What follows belongs to an exercise in optimizing a design on an open flow for small area and few clock cycles per item; a production flow would make more cautious choices.
Power is estimated from default activity; no workload was simulated.

## run a
==> flow/design.v <==
package fp_add_pkg;
    localparam int EXP_W = 8;
    localparam int MAN_W = 23;
    localparam int FP_W  = 1 + EXP_W + MAN_W;
    localparam int SIG_W = MAN_W + 1;           
    typedef logic [FP_W-1:0] fp_word_t;
    typedef logic [EXP_W-1:0] exp_t;
    typedef logic [SIG_W-1:0] sig_t;
    typedef logic [SIG_W:0] sum_t;              
    typedef logic [$clog2(SIG_W + 1)-1:0] lz_t;
    localparam exp_t EXP_MAX = '1;              
endpackage
module fp_unpack_align (
    input  fp_add_pkg::fp_word_t i_fp1,
    input  fp_add_pkg::fp_word_t i_fp2,
    output logic                 o_sign,
    output fp_add_pkg::exp_t     o_exp,
    output fp_add_pkg::sum_t     o_sum
);
    localparam int SW = fp_add_pkg::SIG_W + 1;    
    function automatic logic man_gt(input logic [fp_add_pkg::MAN_W-1:0] a,
                                    input logic [fp_add_pkg::MAN_W-1:0] b);
        logic [31:0] gt, eq;
        gt = '0;
        eq = '1;
        gt[fp_add_pkg::MAN_W-1:0] = a & ~b;
        eq[fp_add_pkg::MAN_W-1:0] = ~(a ^ b);
        for (int w = 1; w < 32; w = w * 2) begin
            for (int i = 0; i + w < 32; i = i + 2 * w) begin
                gt[i] = gt[i + w] | (eq[i + w] & gt[i]);
                eq[i] = eq[i + w] & eq[i];
            end
        end
        man_gt = gt[0];
    endfunction
    logic                         fp1_sign;
    fp_add_pkg::exp_t             fp1_exp;
    fp_add_pkg::sig_t             fp1_sig;
    logic                         fp2_sign;
    fp_add_pkg::exp_t             fp2_exp;
    fp_add_pkg::sig_t             fp2_sig;
    logic [fp_add_pkg::EXP_W:0]   d12;            
    logic [fp_add_pkg::EXP_W:0]   d21;            
    logic                         kill;           
    logic                         e1_ge;          
    logic                         e_eq;
    logic                         m2_gt;          
    logic                         swap;           
    logic                         sub;
    fp_add_pkg::exp_t             exp_diff;
    fp_add_pkg::sig_t             x_sig;          
    fp_add_pkg::sig_t             y_sig;
    fp_add_pkg::sig_t             y_aligned;
    logic [SW-1:0]                pa, pb;
    logic [SW-1:0]                p, g, c;
    logic                         cin;
    assign fp1_sign = i_fp1[fp_add_pkg::FP_W-1];
    assign fp1_exp  = i_fp1[fp_add_pkg::FP_W-2 -: fp_add_pkg::EXP_W];
    assign fp2_sign = i_fp2[fp_add_pkg::FP_W-1];
    assign fp2_exp  = i_fp2[fp_add_pkg::FP_W-2 -: fp_add_pkg::EXP_W];
    assign fp1_sig = {(fp1_exp != '0), i_fp1[fp_add_pkg::MAN_W-1:0]};
    assign fp2_sig = {(fp2_exp != '0), i_fp2[fp_add_pkg::MAN_W-1:0]};
    assign d12      = {1'b0, fp1_exp} - {1'b0, fp2_exp};
    assign d21      = {1'b0, fp2_exp} - {1'b0, fp1_exp};
    assign e1_ge    = ~d12[fp_add_pkg::EXP_W];
    assign e_eq     = (fp1_exp == fp2_exp);
    assign exp_diff = e1_ge ? d12[fp_add_pkg::EXP_W-1:0] : d21[fp_add_pkg::EXP_W-1:0];
    assign x_sig     = e1_ge ? fp1_sig : fp2_sig;
    assign y_sig     = e1_ge ? fp2_sig : fp1_sig;
    assign kill      = ~y_sig[fp_add_pkg::SIG_W-1]
                     | (~d12[fp_add_pkg::EXP_W] & (d12[7:5] != '0))
                     | (~d21[fp_add_pkg::EXP_W] & (d21[7:5] != '0));
    assign y_aligned = kill ? '0 : (y_sig >> exp_diff[4:0]);
    assign m2_gt = man_gt(i_fp2[fp_add_pkg::MAN_W-1:0], i_fp1[fp_add_pkg::MAN_W-1:0]);
    assign swap  = e_eq & m2_gt & fp1_sig[fp_add_pkg::SIG_W-1];
    assign sub   = (fp1_sign != fp2_sign);
    assign pa  = {1'b0, x_sig} ^ {SW{sub}};
    assign pb  = {1'b0, y_aligned};
    assign cin = sub & swap;
    always_comb begin
        logic [SW-1:0] gg, pp;
        p  = pa ^ pb;
        gg = pa & pb;
        pp = p;
        gg[0] = gg[0] | (pp[0] & cin);
        for (int l = 0; (1 << l) < SW; l++) begin
            for (int i = 0; i < SW; i++) begin
                if ((i >> l) & 1) begin
                    gg[i] = gg[i] | (pp[i] & gg[((i >> l) << l) - 1]);
                    pp[i] = pp[i] & pp[((i >> l) << l) - 1];
                end
            end
        end
        g = gg;
        c = {g[SW-2:0], cin};
    end
    assign o_sum  = (p ^ {SW{sub & ~swap}}) ^ c;
    assign o_sign = (e1_ge & ~swap) ? fp1_sign : fp2_sign;
    assign o_exp  = e1_ge ? fp1_exp : fp2_exp;     
endmodule
module fp_mag_add (
    input  logic             i_clk,
    input  logic             i_rst_n,
    input  logic             i_valid,
    input  logic             i_sign,
    input  fp_add_pkg::exp_t i_exp,
    input  fp_add_pkg::sum_t i_sum,
    input  logic             i_move,
    output logic             o_valid,
    output logic             o_sign,
    output fp_add_pkg::exp_t o_exp,
    output fp_add_pkg::sum_t o_sum
);
    always_ff @(posedge i_clk or negedge i_rst_n) begin
        if (!i_rst_n) begin
            o_valid <= 1'b0;
        end else begin
            o_valid <= i_valid | (o_valid & ~i_move);
        end
    end
    always_ff @(posedge i_clk) begin
        if (i_valid) begin
            o_sign <= i_sign;
            o_exp  <= i_exp;
            o_sum  <= i_sum;
        end
    end
endmodule
module fp_normalize (
    input  logic                 i_sign,
    input  fp_add_pkg::exp_t     i_exp,
    input  fp_add_pkg::sum_t     i_sum,
    output fp_add_pkg::fp_word_t o_fp
);
    localparam int SW = fp_add_pkg::SIG_W + 1;    
    logic [SW-1:0] v16, v8, v4, v2, v1;
    logic [3:0]    top4 [4];
    logic [4:0]    lz;
    logic [7:0]    e;                             
    logic          zero;
    logic          uflow;
    logic          oflow;
    always_comb begin
        top4[0] = i_sum[SW-1 -: 4];
        top4[1] = i_sum[SW-9 -: 4];
        top4[2] = i_sum[SW-17 -: 4];
        top4[3] = {i_sum[0], 3'b000};
        lz[4] = (i_sum[SW-1 -: 16] == '0);
        v16   = lz[4] ? {i_sum[SW-17:0], 16'b0} : i_sum;
        lz[3] = lz[4] ? (i_sum[SW-17 -: 8] == '0) : (i_sum[SW-1 -: 8] == '0);
        v8    = lz[3] ? {v16[SW-9:0], 8'b0} : v16;
        lz[2] = (top4[{lz[4], lz[3]}] == '0);
        v4    = lz[2] ? {v8[SW-5:0], 4'b0} : v8;
        lz[1] = (v4[SW-1 -: 2] == '0);
        v2    = lz[1] ? {v4[SW-3:0], 2'b0} : v4;
        lz[0] = ~v2[SW-1];
        v1    = lz[0] ? {v2[SW-2:0], 1'b0} : v2;
    end
    assign zero  = (i_sum == '0);
    assign uflow = ({3'b000, lz} > i_exp);
    assign oflow = i_sum[SW-1] & (i_exp == fp_add_pkg::EXP_MAX - 1'b1);
    assign e     = i_exp + 8'd1 - {3'b000, lz};
    always_comb begin
        if (i_exp == fp_add_pkg::EXP_MAX) begin
            o_fp = {1'b0, fp_add_pkg::EXP_MAX, {fp_add_pkg::MAN_W{1'b0}}};    
        end else if (zero || uflow) begin
            o_fp = '0;                                                        
        end else if (oflow) begin
            o_fp = {i_sign, fp_add_pkg::EXP_MAX, {fp_add_pkg::MAN_W{1'b0}}};  
        end else begin
            o_fp = {i_sign, e, v1[SW-2:1]};
        end
    end
endmodule
module fp_out_credit #(
    parameter int DEPTH        = 7,
    parameter int DOWN_CREDITS = 4
) (
    input  logic                 i_clk,
    input  logic                 i_rst_n,
    input  logic                 i_wr_valid,
    input  fp_add_pkg::fp_word_t i_wr_data,
    input  logic                 i_credit,
    output logic                 o_full,
    output logic                 o_pop,
    output logic                 o_valid,
    output fp_add_pkg::fp_word_t o_fp,
    output logic                 o_in_credit
);
    localparam int CRD_W = $clog2(DOWN_CREDITS + 1);
    fp_add_pkg::fp_word_t mem [DEPTH];
    logic [DEPTH-1:0] fill;
    logic [DEPTH-1:0] head;
    logic [CRD_W-1:0] down_credit;
    assign head        = fill & ~{1'b0, fill[DEPTH-1:1]};
    assign o_full      = fill[DEPTH-1];
    assign o_pop       = fill[0] && (down_credit != '0);
    assign o_valid     = o_pop;
    assign o_in_credit = o_pop;
    always_comb begin
        o_fp = '0;
        for (int k = 0; k < DEPTH; k++) begin
            o_fp = o_fp | (mem[k] & {fp_add_pkg::FP_W{head[k]}});
        end
    end
    always_ff @(posedge i_clk) begin
        if (i_wr_valid) begin
            mem[0] <= i_wr_data;
            for (int i = 1; i < DEPTH; i++) begin
                mem[i] <= mem[i-1];
            end
        end
    end
    always_ff @(posedge i_clk or negedge i_rst_n) begin
        if (!i_rst_n) begin
            fill <= '0;
        end else begin
            case ({i_wr_valid, o_pop})
                2'b10:   fill <= {fill[DEPTH-2:0], 1'b1};
                2'b01:   fill <= {1'b0, fill[DEPTH-1:1]};
                default: fill <= fill;
            endcase
        end
    end
    always_ff @(posedge i_clk or negedge i_rst_n) begin
        if (!i_rst_n) begin
            down_credit <= CRD_W'(DOWN_CREDITS);
        end else begin
            case ({i_credit, o_pop})
                2'b10:   down_credit <= down_credit + 1'b1;
                2'b01:   down_credit <= down_credit - 1'b1;
                default: down_credit <= down_credit;
            endcase
        end
    end
endmodule
module fp_add_top #(
    parameter int OUT_DEPTH    = 7,      
    parameter int DOWN_CREDITS = 4
) (
    input  logic                 i_clk,
    input  logic                 i_rst_n,
    input  logic                 i_valid,
    input  fp_add_pkg::fp_word_t i_fp1,
    input  fp_add_pkg::fp_word_t i_fp2,
    input  logic                 i_credit,
    output logic                 o_in_credit,
    output logic                 o_valid,
    output fp_add_pkg::fp_word_t o_fp
);
    logic                 a_sign;
    fp_add_pkg::exp_t     a_exp;
    fp_add_pkg::sum_t     a_sum;
    logic                 s_valid;
    logic                 s_sign;
    fp_add_pkg::exp_t     s_exp;
    fp_add_pkg::sum_t     s_sum;
    logic                 s_move;
    fp_add_pkg::fp_word_t n_fp;
    logic                 buf_full;
    logic                 buf_pop;
    assign s_move = s_valid & (~buf_full | buf_pop);
    fp_unpack_align fp_unpack_align_inst (
        .i_fp1  (i_fp1),
        .i_fp2  (i_fp2),
        .o_sign (a_sign),
        .o_exp  (a_exp),
        .o_sum  (a_sum)
    );
    fp_mag_add fp_mag_add_inst (
        .i_clk   (i_clk),
        .i_rst_n (i_rst_n),
        .i_valid (i_valid),
        .i_sign  (a_sign),
        .i_exp   (a_exp),
        .i_sum   (a_sum),
        .i_move  (s_move),
        .o_valid (s_valid),
        .o_sign  (s_sign),
        .o_exp   (s_exp),
        .o_sum   (s_sum)
    );
    fp_normalize fp_normalize_inst (
        .i_sign (s_sign),
        .i_exp  (s_exp),
        .i_sum  (s_sum),
        .o_fp   (n_fp)
    );
    fp_out_credit #(
        .DEPTH        (OUT_DEPTH),
        .DOWN_CREDITS (DOWN_CREDITS)
    ) fp_out_credit_inst (
        .i_clk       (i_clk),
        .i_rst_n     (i_rst_n),
        .i_wr_valid  (s_move),
        .i_wr_data   (n_fp),
        .i_credit    (i_credit),
        .o_full      (buf_full),
        .o_pop       (buf_pop),
        .o_valid     (o_valid),
        .o_fp        (o_fp),
        .o_in_credit (o_in_credit)
    );
endmodule
Settings: LEC_CHECK=0, CAP_MARGIN=20, CORE_MARGIN=2, CORE_UTILIZATION=40, CTS_BUF_LIST=sky130_fd_sc_hd__clkbuf_16, CTS_CLUSTER_DIAMETER=150, CTS_CLUSTER_SIZE=30, GPL_TIMING_DRIVEN=0, SLEW_MARGIN=20; clock period 6.0 ns.
standard.sh (not shown) runs the stock make flow with config.mk's settings and CLKGATE_MAP_FILE= SYNTH_SCRIPT=/design/flow/synth_recipe.tcl, a recipe that flattens the netlist after the stock synthesis.
==> flow/flow/run.sh <==
#!/bin/bash
# The standard layout (standard.sh: standard synthesis through to the final
# DEF), with one change to how it is made: each port still gets its own
# buffer, but a plain buf_1 instead of the delay-cell buffer buffer_ports
# picks by default; the resizer upsizes any that timing or slew needs.
set -euo pipefail
export BUFFER_PORTS_ARGS="-buffer_cell sky130_fd_sc_hd__buf_1"
bash standard.sh > standard_flow.log 2>&1
The following lists how run b was set up differently from run a:
--- a/flow/design.v
+++ b/flow/design.v
@@ -39,10 +39,9 @@
     logic                         fp2_sign;
     fp_add_pkg::exp_t             fp2_exp;
     fp_add_pkg::sig_t             fp2_sig;
     logic [fp_add_pkg::EXP_W:0]   d12;            
-    logic [fp_add_pkg::EXP_W:0]   d21;            
-    logic                         kill;           
+    fp_add_pkg::exp_t             d21;
     logic                         e1_ge;          
     logic                         e_eq;
     logic                         m2_gt;          
     logic                         swap;           
@@ -60,18 +59,16 @@
     assign fp2_exp  = i_fp2[fp_add_pkg::FP_W-2 -: fp_add_pkg::EXP_W];
     assign fp1_sig = {(fp1_exp != '0), i_fp1[fp_add_pkg::MAN_W-1:0]};
     assign fp2_sig = {(fp2_exp != '0), i_fp2[fp_add_pkg::MAN_W-1:0]};
     assign d12      = {1'b0, fp1_exp} - {1'b0, fp2_exp};
-    assign d21      = {1'b0, fp2_exp} - {1'b0, fp1_exp};
+    assign d21      = fp2_exp - fp1_exp;
     assign e1_ge    = ~d12[fp_add_pkg::EXP_W];
     assign e_eq     = (fp1_exp == fp2_exp);
-    assign exp_diff = e1_ge ? d12[fp_add_pkg::EXP_W-1:0] : d21[fp_add_pkg::EXP_W-1:0];
+    assign exp_diff = e1_ge ? d12[fp_add_pkg::EXP_W-1:0] : d21;
     assign x_sig     = e1_ge ? fp1_sig : fp2_sig;
     assign y_sig     = e1_ge ? fp2_sig : fp1_sig;
-    assign kill      = ~y_sig[fp_add_pkg::SIG_W-1]
-                     | (~d12[fp_add_pkg::EXP_W] & (d12[7:5] != '0))
-                     | (~d21[fp_add_pkg::EXP_W] & (d21[7:5] != '0));
-    assign y_aligned = kill ? '0 : (y_sig >> exp_diff[4:0]);
+    assign y_aligned = (~y_sig[fp_add_pkg::SIG_W-1] || (exp_diff[7:5] != '0)) ? '0
+                     : (y_sig >> exp_diff[4:0]);
     assign m2_gt = man_gt(i_fp2[fp_add_pkg::MAN_W-1:0], i_fp1[fp_add_pkg::MAN_W-1:0]);
     assign swap  = e_eq & m2_gt & fp1_sig[fp_add_pkg::SIG_W-1];
     assign sub   = (fp1_sign != fp2_sign);
     assign pa  = {1'b0, x_sig} ^ {SW{sub}};
@@ -132,8 +129,20 @@
     input  fp_add_pkg::sum_t     i_sum,
     output fp_add_pkg::fp_word_t o_fp
 );
     localparam int SW = fp_add_pkg::SIG_W + 1;    
+    function automatic logic lz_gt(input logic [4:0] a, input logic [4:0] b);
+        logic [7:0] gt, eq;
+        gt = {3'b000, a & ~b};
+        eq = {3'b111, ~(a ^ b)};
+        for (int w = 1; w < 8; w = w * 2) begin
+            for (int i = 0; i + w < 8; i = i + 2 * w) begin
+                gt[i] = gt[i + w] | (eq[i + w] & gt[i]);
+                eq[i] = eq[i + w] & eq[i];
+            end
+        end
+        lz_gt = gt[0];
+    endfunction
     logic [SW-1:0] v16, v8, v4, v2, v1;
     logic [3:0]    top4 [4];
     logic [4:0]    lz;
     logic [7:0]    e;                             
@@ -156,9 +165,9 @@
         lz[0] = ~v2[SW-1];
         v1    = lz[0] ? {v2[SW-2:0], 1'b0} : v2;
     end
     assign zero  = (i_sum == '0);
-    assign uflow = ({3'b000, lz} > i_exp);
+    assign uflow = (i_exp[7:5] == '0) & lz_gt(lz, i_exp[4:0]);
     assign oflow = i_sum[SW-1] & (i_exp == fp_add_pkg::EXP_MAX - 1'b1);
     assign e     = i_exp + 8'd1 - {3'b000, lz};
     always_comb begin
         if (i_exp == fp_add_pkg::EXP_MAX) begin
@@ -188,14 +197,19 @@
     output logic                 o_in_credit
 );
     localparam int CRD_W = $clog2(DOWN_CREDITS + 1);
     fp_add_pkg::fp_word_t mem [DEPTH];
-    logic [DEPTH-1:0] fill;
+    localparam int CNT_W = $clog2(DEPTH + 1);
+    logic [CNT_W-1:0] count;
     logic [DEPTH-1:0] head;
     logic [CRD_W-1:0] down_credit;
-    assign head        = fill & ~{1'b0, fill[DEPTH-1:1]};
-    assign o_full      = fill[DEPTH-1];
-    assign o_pop       = fill[0] && (down_credit != '0);
+    always_comb begin
+        for (int k = 0; k < DEPTH; k++) begin
+            head[k] = (count == CNT_W'(k + 1));
+        end
+    end
+    assign o_full      = (count == CNT_W'(DEPTH));
+    assign o_pop       = (count != '0) && (down_credit != '0);
     assign o_valid     = o_pop;
     assign o_in_credit = o_pop;
     always_comb begin
         o_fp = '0;
@@ -212,14 +226,14 @@
         end
     end
     always_ff @(posedge i_clk or negedge i_rst_n) begin
         if (!i_rst_n) begin
-            fill <= '0;
+            count <= '0;
         end else begin
             case ({i_wr_valid, o_pop})
-                2'b10:   fill <= {fill[DEPTH-2:0], 1'b1};
-                2'b01:   fill <= {1'b0, fill[DEPTH-1:1]};
-                default: fill <= fill;
+                2'b10:   count <= count + 1'b1;
+                2'b01:   count <= count - 1'b1;
+                default: count <= count;
             endcase
         end
     end
     always_ff @(posedge i_clk or negedge i_rst_n) begin
- Compared to run a, run b was floorplanned on a smaller die.
- Compared with run a, run b shows synthesized cell count that has gone down by a few percent.
- Run b vs run a — total met2 wirelength after detailed routing dropped by a few percent
- Diff run a -> run b | first-pass GRT wire length | down by a few percent
- Number of optimization iterations in the first detailed-route pass: run b vs run a up 4
- On post-synthesis compound-gate area fraction, the lower figure sits with run b, not run a.
- For non-clock buffer count, dividing the value from run b by the value from run a gives 0.904.
- Compared with run a, run b shows clock group share of total power higher by 1.6 points.
No run of this note included a check of the RTL's function; only the layout flow was run.

[static timing again, ports no longer ideal]
The flow's constraints put no driver on any port. The routed layouts listed below were extracted and timed again, unchanged, in two steps. Step 1 (the two cells are an assumption about what drives the block):
set clk [get_ports {i_clk}]
set_driving_cell -lib_cell sky130_fd_sc_hd__clkbuf_16 $clk
set_driving_cell -lib_cell sky130_fd_sc_hd__buf_2 [delete_from_list [all_inputs] $clk]
Step 2 moves the port delays by t, midway between the first and last clock arrival at a register: inputs arrive t later, outputs are due t later. That takes back most of the time a late clock gives input paths. Three values: ideal, step 1, step 2; two values: the first two.
| run | t, ns | slack for setup (ns) | slew at the worst register clock pin (ns) | pins driven straight from the clock port |
|---|---|---|---|---|
| run a | 0.523 | 0.154 / 0.177 / -0.346 | 0.11 / 0.11 | 1 |
| run b | 0.519 | 0.206 / 0.229 / -0.290 | 0.12 / 0.12 | 1 |
Met with ideal ports but missed after step 2: setup timing in run a and run b. For run a, which loses most, drivers alone change the setup slack by +0.023 ns; drivers and shift together by -0.500 ns.
